Source: an optimization exercise on an open RTL-to-GDS flow (aim: a short achievable clock period, few clock cycles and low power). Production flows keep margins and buffers that such runs may drop.
Only simulation tests tie the RTL to the original design; equivalence was not proved.
Power and IR drop assume default switching activity.

[design/flow/config.mk]
export PLATFORM = sky130hd
export DESIGN_NAME = armCore
export DESIGN_NICKNAME = armCore
export VERILOG_FILES = /design/flow/design.v
export SDC_FILE = /design/flow/constraint.sdc
export NUM_CORES = 4
export LEC_CHECK = 0
export CAP_MARGIN = 20
export CORE_MARGIN = 2
export CORE_UTILIZATION = 40
export SLEW_MARGIN = 20
[design/flow/constraint.sdc]
create_clock -name core_clock -period 7.5 [get_ports {clk}]
set_input_delay 1.5000 -clock core_clock [delete_from_list [all_inputs] [get_ports {clk}]]
set_output_delay 1.5000 -clock core_clock [all_outputs]
set_load 0.01 [all_outputs]
[design/flow/design.v]
`default_nettype none
package armPkg;
    localparam int wordWidth = 32;
    localparam int regAddrWidth = 4;
    typedef logic [wordWidth-1:0] word_t;        
    typedef logic [regAddrWidth-1:0] regAddr_t;
    typedef logic [3:0] flags_t;                 
    typedef logic [3:0] cond_t;
    typedef logic [2:0] aluOp_t;
    typedef logic [1:0] immSrc_t;
    typedef enum logic [3:0] {
        FETCH,
        DECODE,
        MEMADR,
        MEMRD,
        MEMWB,
        MEMWR,
        EXECUTER,
        EXECUTEI,
        ALUWB,
        BRANCH
    } ctrlState_t;
    localparam regAddr_t pcReg = 4'd15;
    localparam word_t pcStep = 32'd4;
    localparam logic [1:0] opDataProc = 2'b00;
    localparam logic [1:0] opMemory = 2'b01;
    localparam logic [1:0] opBranch = 2'b10;
    localparam logic [3:0] cmdAnd = 4'b0000;
    localparam logic [3:0] cmdEor = 4'b0001;
    localparam logic [3:0] cmdSub = 4'b0010;
    localparam logic [3:0] cmdAdd = 4'b0100;
    localparam logic [3:0] cmdOrr = 4'b1100;
    localparam aluOp_t aluAdd = 3'd0;
    localparam aluOp_t aluSub = 3'd1;
    localparam aluOp_t aluAnd = 3'd2;
    localparam aluOp_t aluOrr = 3'd3;
    localparam aluOp_t aluEor = 3'd4;
    localparam immSrc_t immDp8 = 2'b00;      
    localparam immSrc_t immMem12 = 2'b01;    
    localparam immSrc_t immBranch = 2'b10;   
endpackage
`default_nettype wire
`timescale 1ns/1ps
`default_nettype none
module armCore (
    input logic clk,
    input logic reset,
    output logic [31:0] adr,
    output logic [31:0] writeData,
    input logic [31:0] readData,
    output logic memWrite
);
    logic [10:2] pc;         
    logic [31:0] ir;
    logic irValid;
    logic [31:0] opA, opB;   
    logic flagN, flagZ, flagC, flagV;
    logic [31:0] regs [0:14];
    function automatic logic condTest(input logic [3:0] c, input logic n, input logic z,
                                      input logic cf, input logic v);
        case (c)
            4'b0000: condTest = z;
            4'b0001: condTest = ~z;
            4'b0010: condTest = cf;
            4'b0011: condTest = ~cf;
            4'b0100: condTest = n;
            4'b0101: condTest = ~n;
            4'b0110: condTest = v;
            4'b0111: condTest = ~v;
            4'b1000: condTest = cf & ~z;
            4'b1001: condTest = ~cf | z;
            4'b1010: condTest = (n == v);
            4'b1011: condTest = (n != v);
            4'b1100: condTest = ~z & (n == v);
            4'b1101: condTest = z | (n != v);
            4'b1110: condTest = 1'b1;
            default: condTest = 1'b0;
        endcase
    endfunction
    logic [3:0] cond, cmd, rd;
    logic [1:0] op;
    logic sBit, loadBit;
    logic isDp, isMem, isBr, pass;
    assign cond = ir[31:28];
    assign op = ir[27:26];
    assign cmd = ir[24:21];
    assign sBit = ir[20];
    assign loadBit = ir[20];
    assign rd = ir[15:12];
    assign isDp = irValid & (op == 2'b00);
    assign isMem = irValid & (op == 2'b01);
    assign isBr = irValid & (op == 2'b10);
    assign pass = condTest(cond, flagN, flagZ, flagC, flagV);
    logic [31:0] opBx, aluResult;
    logic [32:0] sum;
    logic isSub, cvWrite;
    logic newN, newZ, newC, newV;
    assign isSub = (cmd == 4'b0010);
    assign opBx = isSub ? ~opB : opB;
    assign sum = {1'b0, opA} + {1'b0, opBx} + {32'd0, isSub};
    always_comb begin
        case (cmd)
            4'b0000: aluResult = opA & opB;
            4'b0001: aluResult = opA ^ opB;
            4'b1100: aluResult = opA | opB;
            default: aluResult = sum[31:0];
        endcase
    end
    assign cvWrite = (cmd == 4'b0100) | isSub;
    assign newN = aluResult[31];
    assign newZ = (aluResult == 32'd0);
    assign newC = sum[32];
    assign newV = (opA[31] == opBx[31]) & (aluResult[31] != opA[31]);
    logic dpWrite, flagWrite;
    assign dpWrite = isDp & pass;
    assign flagWrite = dpWrite & sBit;
    logic memAcc, isLoad, brTaken, regWrite, pcLoad, exWrite;
    logic [31:0] memAdr, wbData;
    logic [10:2] brTarget, fetchAdr;
    assign memAcc = isMem & pass;
    assign isLoad = memAcc & loadBit;
    assign memAdr = opA + {20'd0, ir[11:0]};
    assign brTaken = isBr & pass;
    assign brTarget = pc + 9'd1 + ir[8:0];    
    assign fetchAdr = brTaken ? brTarget : pc;
    assign adr = memAcc ? memAdr : {21'd0, fetchAdr, 2'b00};
    assign writeData = opB;
    assign memWrite = memAcc & ~loadBit;
    assign wbData = isLoad ? readData : aluResult;
    assign regWrite = dpWrite | isLoad;
    assign pcLoad = regWrite & (rd == 4'd15);
    assign exWrite = dpWrite & (rd != 4'd15);    
    always_ff @(posedge clk) begin
        if (regWrite && rd != 4'd15)
            regs[rd] <= wbData;
    end
    logic [3:0] fRn, fRm, fRd, fRb;
    logic fImm;
    logic [11:2] fR15;
    logic [31:0] fA, fB;
    assign fRn = readData[19:16];
    assign fRd = readData[15:12];
    assign fRm = readData[3:0];
    assign fRb = (readData[27:26] == 2'b01) ? fRd : fRm;
    assign fImm = (readData[27:26] == 2'b00) & readData[25];
    assign fR15 = {1'b0, fetchAdr} + 10'd2;
    always_comb begin
        if (fRn == 4'd15)
            fA = {20'd0, fR15, 2'b00};
        else if (exWrite && rd == fRn)
            fA = aluResult;
        else
            fA = regs[fRn];
        if (fImm)
            fB = {24'd0, readData[7:0]};
        else if (fRb == 4'd15)
            fB = {20'd0, fR15, 2'b00};
        else if (exWrite && rd == fRb)
            fB = aluResult;
        else
            fB = regs[fRb];
    end
    always_ff @(posedge clk) begin
        ir <= readData;
        opA <= fA;
        opB <= fB;
    end
    always_ff @(posedge clk or posedge reset) begin
        if (reset) begin
            pc <= 9'd0;
            irValid <= 1'b0;
        end else begin
            if (pcLoad)
                pc <= wbData[10:2];
            else if (!memAcc)
                pc <= fetchAdr + 9'd1;
            irValid <= ~(memAcc | pcLoad);
        end
    end
    always_ff @(posedge clk or posedge reset) begin
        if (reset) begin
            flagN <= 1'b0;
            flagZ <= 1'b0;
            flagC <= 1'b0;
            flagV <= 1'b0;
        end else if (flagWrite) begin
            flagN <= newN;
            flagZ <= newZ;
            if (cvWrite) begin
                flagC <= newC;
                flagV <= newV;
            end
        end
    end
endmodule
`default_nettype wire
[design/flow/run.sh]
#!/bin/bash
# synth_recipe.tcl (not shown) runs the flow's synth.tcl, then flattens the netlist and writes it again
# the make line also repeats each setting of config.mk as NAME=value (left out here)
make -C /OpenROAD-flow-scripts/flow DESIGN_CONFIG=/design/flow/config.mk WORK_HOME=/design/flow/orfs CLKGATE_MAP_FILE= SYNTH_SCRIPT=/design/flow/synth_recipe.tcl finish
==> impl_metrics.env, run 1 <==
export IMPL_power_leakage_nw=12.76
export IMPL_clock_root_buffer="clkbuf_16"
export IMPL_place_area_sq_um=34480
export IMPL_die_y_um=287.7
export IMPL_num_vias=23650
export IMPL_cts_hold_buf=0
export IMPL_dpl_hpwl_mm=67.79
export IMPL_drv_slew=0
export IMPL_path_cells="ha_1 -> a21o_1 -> a21oi_1 -> nor2b_1 -> o21a_1 -> o2111ai_1 -> a21boi_0 -> o41ai_4 -> nor2_1 -> nand3_1 -> xnor2_1 -> nor2_1 -> clkdlybuf4s50_1"
export IMPL_cp_data_required_time_ns=6.00
export IMPL_synthTopCellsByCount="edfxtp_1, nand2_1, nor2_1"
export IMPL_synthCells=2675
export IMPL_numClockSinks=585
export IMPL_async_reset_ff_share_pct=2.393
export IMPL_drive_gt1_share_pct=14.02
export IMPL_port_buffer_count=98
export IMPL_worst_pin_slew_ns=1.121
export IMPL_area_growth_pct=13.24
export IMPL_synthTopCellsByArea="edfxtp_1, mux4_2, dfxtp_1"
export IMPL_critPathTopFamily="compound AO/OA/AOI/OAI gates"
export IMPL_multi_input_area_sq_um=14720
export IMPL_antenna_found_initial=3
export IMPL_synth_enable_flop_cells=480
export IMPL_critical_path_max_fanout=9
export IMPL_path_class="reg2out"
export IMPL_gr_usage_met3_pct=4.342
export IMPL_post_synth_num_cell_types=87
export IMPL_cts_buffers=57
export IMPL_totalWireLength_mm=104.5
export IMPL_wl_per_cell_um=27.33
export IMPL_crit_path_start_kind="register"
export IMPL_setup_viol=0
export IMPL_final_min_clock_period_ns=5.935
export IMPL_use_met1_pct=34.26
export IMPL_critPathCaptureType="output pin"
export IMPL_synth_top_area_cell="edfxtp_1"
export IMPL_yosysMostFrequentCell="edfxtp_1"
export IMPL_ys_seq_elements=585
export IMPL_overflow=0
export IMPL_fp_row_count=104
export IMPL_hold_class="reg2reg"
export IMPL_crit_slowest_cell="o41ai_4"
export IMPL_grt_pass1_vias=22930
export IMPL_post_cts_resized=0
export IMPL_clk_pin_slew_ns=0.07
export IMPL_ff_latch_area_sq_um=16590
export IMPL_seq_area_frac_synth_pct=51.53
export IMPL_drt_iter0_drc=2590
export IMPL_peakVddDrop_uv=193.3
export IMPL_fillCellCount=7226
export IMPL_routabilityCongestion=0.9140
export IMPL_final_area_sq_um=36450
export IMPL_htree_levels=2
export IMPL_critical_path_max_stage_delay_ns=0.84
export IMPL_avgSynthCellArea_sq_um=12.03
export IMPL_viasPerCell=6.187
export IMPL_rsz0062_at_grt="no"
export IMPL_outcome="complete, no violations"
export IMPL_clk_latency_ns=0.62
export IMPL_max_slew_margin_pct=24.47
export IMPL_hold_viol_final=0
export IMPL_yosysTopAreaCellShare_pct=44.78
export IMPL_syn_nets=2831
export IMPL_track_usage_pct=24.94
export IMPL_coreArea_sq_um=80160
export IMPL_cts_buffer_depth=3
export IMPL_grt_pass1_wl_mm=153.4
export IMPL_finalClockSkew_ns=0.01792
export IMPL_io_pins=99
export IMPL_drt_pass1_iterations=5
export IMPL_drv_cap=0
export IMPL_critPathArrivalTime_ns=4.43
export IMPL_drc=0
export IMPL_cts_tree="yes"
export IMPL_cts_setup_buffers=0
export IMPL_grt_busiest_layer="met2"
export IMPL_die_w_um=287.7
export IMPL_fin_nets=2868
export IMPL_synth_flop_cell="edfxtp_1"
export IMPL_max_freq_ghz=0.1685
export IMPL_start_util_pct=40.16
export IMPL_critPathMostFrequentCell="nor2_1"
export IMPL_met2_usage_pct=40.13
export IMPL_cellPowerDensity_nw_per_um2=282.0
export IMPL_synth_warnings=1
export IMPL_period_share_pct=79.13
export IMPL_path_buf_inv=1
export IMPL_ant_nets=0
export IMPL_dieArea_sq_um=82760
export IMPL_grt_max_degree=162
export IMPL_tns_ns=0
export IMPL_synth_area_sq_um=32190
[sequential cells by signal, indices dropped and copies added, names as in the netlist]
name	cells
flagN	1
opA	32
flagV	1
pc	9
flagZ	1
regs	480
opB	32
irValid	1
flagC	1
ir	27
[per-stage QoR]
stage	power (mW)	hold WS [ns]	std cells	utilization, %	setup slack (ns)
2_1_floorplan	6.128	0.5091	2675	-	2.853
3_3_place_gp	7.221	0.5553	3711	43.01	2.105
3_5_place_dp	7.283	0.5528	3711	43.01	1.977
4_1_cts	10.25	0.5645	3818	45.42	1.492
5_1_grt	10.69	0.5781	3820	45.46	1.266
6_report	10.28	0.5640	3823	45.47	1.565
[cell type report]
class	instances	area share, %
repair buffers	162	4.126
diodes	3	0.02060
inverters	98	1.009
well taps	1060	3.639
clock buffers	64	4.013
flip-flops and latches	585	45.50
clock inverters	43	1.298
multi-input cells	1808	40.39
[logic make-up (layout without fill, tap and decap cells)]
logic type | after synthesis | count (layout) | share of synthesized area [%]
AOI/OAI and AO/OA | 576 | 576 | 11.95
xor gates and xnor gates | 109 | 109 | 2.966
adders and majority gates | 122 | 122 | 4.812
buffers and inverters | 282 | 367 | 3.467
DFF | 585 | 585 | 51.53
muxes | 304 | 304 | 15.60
other | 0 | 3 | 0
and+or+nand+nor | 697 | 697 | 9.679
[where the power goes]
part / leakage (nW) / internal [mW] / switching, mW
registers: 5.26 / 4.09 / 0.181
clock network: 0.930 / 1.72 / 1.27
logic: 6.57 / 1.04 / 1.98
[cells in the final DEF (no fill, tap or decap), types with 8 or more instances in the layout]
master / netlist / routed
o21ai_0: 98 / 98
a211oi_1: 68 / 68
nor3_1: 56 / 52
edfxtp_1: 480 / 480
nand2_1: 255 / 252
mux2i_1: 141 / 137
a311oi_1: 56 / 56
nor2_4: 1 / 14
buf_4: 0 / 60
a22oi_1: 16 / 16
dfxtp_1: 91 / 91
nand3_1: 21 / 21
a31oi_1: 21 / 21
a221oi_1: 8 / 8
nand4_1: 13 / 13
o22ai_1: 46 / 46
inv_1: 98 / 98
a21oi_1: 139 / 135
o211ai_1: 32 / 32
nand2b_1: 19 / 19
ha_1: 119 / 119
a21o_1: 11 / 11
o21a_1: 10 / 10
clkdlybuf4s50_1: 0 / 94
dfrtp_1: 14 / 14
clkinv_1: 0 / 12
xor2_1: 23 / 23
nor2_1: 245 / 228
clkinv_2: 0 / 10
xnor2_1: 86 / 86
or3_1: 12 / 12
bufinv_16: 0 / 9
mux4_2: 157 / 157
clkbuf_16: 0 / 57
nor2b_1: 14 / 13
o221ai_1: 8 / 8
[routing by layer]
layer	vias up	part of all wire, %
met5	-	0.033
met1	11920	41
met4	4	3.5
li1	10290	-
met2	1224	47
met3	221	8.8
[worst min-delay path, cell delays in order (launching register included)]
cell and delay, ns:
dfrtp_1 0.39, nand2_1 0.06, a31oi_1 0.07
[final timing paths]
kind	cells past startpoint	to	slack, ns	from
max	13	adr[17]	1.57	opA[1]
min	2	pc[10]	0.56	pc[10]
max reg2reg	14	regs[11][27]	1.85	ir[21]
min reg2reg	2	pc[10]	0.56	pc[10]
max in group asynchronous	2	flagZ	5.65	reset
min in group asynchronous	2	pc[8]	1.34	reset
Testbench counts, summed over its fixed seeds: cycles 78,831.
==> run 2: changes to the inputs <==
--- a/design/flow/config.mk
+++ b/design/flow/config.mk
@@ -6,6 +6,8 @@
 export NUM_CORES = 4
 export LEC_CHECK = 0
+export ABC_CLOCK_PERIOD_IN_PS = 3000
 export CAP_MARGIN = 20
 export CORE_MARGIN = 2
 export CORE_UTILIZATION = 40
+export SETUP_SLACK_MARGIN = 3.5
 export SLEW_MARGIN = 20
==> run 2 against run 1 <==
Still clean on timing, DRC and antenna. Fmax grew 18%. Hold slack gained 0.030 ns. Clock power grew 2%. First-iteration DRC count grew 7.1%. Design area grew 8.5%. Critical endpoint is now adr[31]. Largest cell class unchanged.
==> impl_metrics.env, run 2 <==
export IMPL_cellPowerDensity_nw_per_um2=284.7
export IMPL_wl_per_cell_um=27.52
export IMPL_clock_root_buffer="clkbuf_16"
export IMPL_synthCells=2675
export IMPL_antenna_found_initial=1
export IMPL_synth_top_area_cell="edfxtp_1"
export IMPL_p_sw_share_pct=33.72
export IMPL_finalClockSkew_ns=0.02131
export IMPL_overflow=0
export IMPL_most_common_layout_cells="edfxtp_1, nand2_1, nor2_1"
export IMPL_final_min_clock_period_ns=5.036
export IMPL_largestRegisters="regs (480), opA (32), opB (32)"
export IMPL_drv_cap=0
export IMPL_critical_path_max_fanout=4
export IMPL_setup_viol=0
export IMPL_synth_area_sq_um=32190
export IMPL_start_util_pct=40.16
export IMPL_drv_slew=0
export IMPL_synthTopCellsByArea="edfxtp_1, mux4_2, dfxtp_1"
export IMPL_max_freq_ghz=0.1986
export IMPL_p_switching_mw=3.796
export IMPL_cts_buffers=58
export IMPL_max_slew_margin_pct=8.972
export IMPL_grt_pass1_wl_mm=158.4
export IMPL_yosysMostFrequentCell="edfxtp_1"
export IMPL_fp_row_count=104
export IMPL_pwr_share_seq_pct=37.9
export IMPL_cp_data_required_time_ns=6.00
export IMPL_routabilityCongestion=0.9398
export IMPL_period_share_pct=67.14
export IMPL_synth_flop_cell="edfxtp_1"
export IMPL_path_buf_inv=1
export IMPL_ant_nets=0
export IMPL_grt_busiest_layer="met2"
export IMPL_synthTopCellsByCount="edfxtp_1, nand2_1, nor2_1"
export IMPL_met2_usage_pct=41.88
export IMPL_place_area_sq_um=34450
export IMPL_drive_gt1_share_pct=26.11
export IMPL_critPathTopFamily="simple AND/OR/NAND/NOR gates"
export IMPL_htree_levels=2
export IMPL_synth_enable_flop_cells=480
export IMPL_totalWireLength_mm=109.7
export IMPL_clkPwrFrac_pct=27.1
export IMPL_outcome="complete, no violations"
export IMPL_avgSynthCellArea_sq_um=12.03
export IMPL_peakVddDrop_uv=191.6
export IMPL_final_area_sq_um=39540
export IMPL_drt_pass1_iterations=6
export IMPL_hold_viol_final=0
export IMPL_power_leakage_nw=14.11
export IMPL_layout_commonest_cell="edfxtp_1"
export IMPL_critPathCaptureType="output pin"
export IMPL_path_cells="nand2_8 -> or4_4 -> or4_4 -> or4_4 -> or4_4 -> nor2_4 -> nand3_2 -> xnor2_1 -> nor2_1 -> buf_2"
export IMPL_synth_warnings=1
export IMPL_ys_seq_elements=585
export IMPL_critical_path_max_stage_delay_ns=0.52
export IMPL_dieArea_sq_um=82760
export IMPL_combPwrFrac_pct=35.0
export IMPL_tns_ns=0
export IMPL_top_register="regs"
export IMPL_crit_slowest_cell="or4_4"
export IMPL_grt_pass1_vias=23970
export IMPL_grt_max_degree=121
export IMPL_fin_nets=3032
export IMPL_hold_class="reg2reg"
export IMPL_area_growth_pct=22.84
export IMPL_gr_usage_met3_pct=4.097
export IMPL_io_pins=99
export IMPL_num_vias=24720
export IMPL_internal_power_mw=7.460
export IMPL_die_w_um=287.7
export IMPL_post_synth_num_cell_types=87
export IMPL_drc=0
export IMPL_worst_pin_slew_ns=1.365
export IMPL_numClockSinks=585
export IMPL_crit_path_start_kind="register"
export IMPL_use_met1_pct=34.89
export IMPL_track_usage_pct=25.81
export IMPL_critPathMostFrequentCell="or4_4"
export IMPL_clk_latency_ns=0.64
export IMPL_yosysTopAreaCellShare_pct=44.78
export IMPL_rsz0062_at_grt="yes"
export IMPL_coreArea_sq_um=80160
export IMPL_path_class="reg2out"
export IMPL_largest_register_ff_count=480
export IMPL_critPathArrivalTime_ns=3.54
export IMPL_async_reset_ff_share_pct=2.393
export IMPL_cts_buffer_depth=3
export IMPL_clk_pin_slew_ns=0.06
export IMPL_viasPerCell=6.201
export IMPL_seq_area_frac_synth_pct=51.53
export IMPL_dpl_hpwl_mm=66.44
export IMPL_cts_tree="yes"
export IMPL_port_buffer_count=98
export IMPL_drt_iter0_drc=2773
export IMPL_syn_nets=2831
export IMPL_die_y_um=287.7
-- run 2: cell count changes in the layout (fill, tap and decap cells not counted), sizes merged, moves of 2 or more --
cell	previous run	this run
diode	3	1
buf	67	251
clkdlybuf4s50	94	57
clkinvlp	7	5
dlymetal6s2s	0	3
bufbuf	0	3
clkbuf	65	73
-- run 2: kinds of logic after synthesis --
| family | Yosys count | synth area share [%] |
|---|---|---|
| compound gates | 576 | 11.95 |
| xor+xnor | 109 | 2.966 |
| fa+ha+maj | 122 | 4.812 |
| buf+inv | 282 | 3.467 |
| flops | 585 | 51.53 |
| mux | 304 | 15.60 |
| simple gates | 697 | 9.679 |
-- run 2: timing repair --
action                                  in CTS  in global routing
cloned                                      10                  1
setup buffers                               95                 67
hold buffers                                 0                  0
endpoints found under the setup margin     534                434
gates resized for setup                    344                146
pin swaps                                   61                 82
-- run 2: area by class of cell --
type	instances	area, sq um
clock inverter	41	460.4
multi-input combinational	1813	16030
timing repair buffer	320	3183
fill	6979	40620
sequential	585	16660
inverter	98	367.9
antenna	1	2.502
clock buffer	69	1514
tap	1060	1326
-- run 2: worst reg2reg max path, delay by kind of cell, from the launching register on --
kind | cells | cell delay [ns]
compound gates | 3 | 0.94
fa+ha+maj | 1 | 0.31
flops | 1 | 0.35
simple gates | 7 | 1.70
buf+inv | 4 | 0.61
xor+xnor | 2 | 0.22
-- run 2: power by group through the flow --
| stage | Combinational (mW) | Sequential [mW] | Clock, mW |
|---|---|---|---|
| 2_1_floorplan | 1.88 | 4.26 | 0 |
| 3_3_place_gp | 2.86 | 4.34 | 0 |
| 3_5_place_dp | 2.93 | 4.34 | 0 |
| 4_1_cts | 3.46 | 4.26 | 3.09 |
| 5_1_grt | 4.20 | 4.28 | 3.20 |
| 6_report | 3.94 | 4.27 | 3.05 |
-- run 2: worst paths after layout --
path                              start      end  slack [ns]  cells past startpoint
worst max-delay path            opA[13]  adr[31]        2.46                     10
worst min-delay path             pc[10]   pc[10]        0.59                      2
worst max register to register   ir[24]    flagZ        3.33                     17
worst min register to register   pc[10]   pc[10]        0.59                      2
max in group asynchronous         reset    pc[3]        5.55                      2
min in group asynchronous         reset    flagC        1.35                      2
-- run 2: routing by layer --
layer	wire length [um]	vias up	part of all wire, %
met5	0	-	0
met3	9216	243	8.4
li1	-	10650	-
met2	51420	1313	47
met4	4583	0	4.2
met1	44510	12520	41
-- run 2: through the flow --
stage | hold slack, ns | utilization [%] | setup WS, ns | total power, mW | instances
2_1_floorplan | 0.5091 | - | 3.252 | 6.137 | 2675
3_3_place_gp | 0.5533 | 42.97 | 1.888 | 7.196 | 3702
3_5_place_dp | 0.5613 | 42.98 | 1.770 | 7.267 | 3702
4_1_cts | 0.5920 | 47.77 | 2.352 | 10.81 | 3917
5_1_grt | 0.6151 | 49.33 | 2.339 | 11.68 | 3986
6_report | 0.5940 | 49.33 | 2.464 | 11.26 | 3987

re-timing with driven ports:
The results above use ideal ports. As a check the final layouts listed here were re-extracted and re-timed, cells and wires unchanged.
Step 1 assumes that a clkbuf_16 drives the clock port and a buf_2 every other input.
Step 2 times the ports against the registers' clock, not the clock port: input delays grow and output delays shrink by t, the midpoint of the rising clock arrivals with the driver on.
Three values: ideal ports, drivers, drivers and shift; two values: the first two.
run	shift t [ns]	setup WS [ns]	cell pins on the clock port's net
run 1	0.684	1.565 / 1.498 / 1.852	1
run 2	0.693	2.464 / 2.397 / 2.947	1
After both steps every run listed still meets setup and hold.
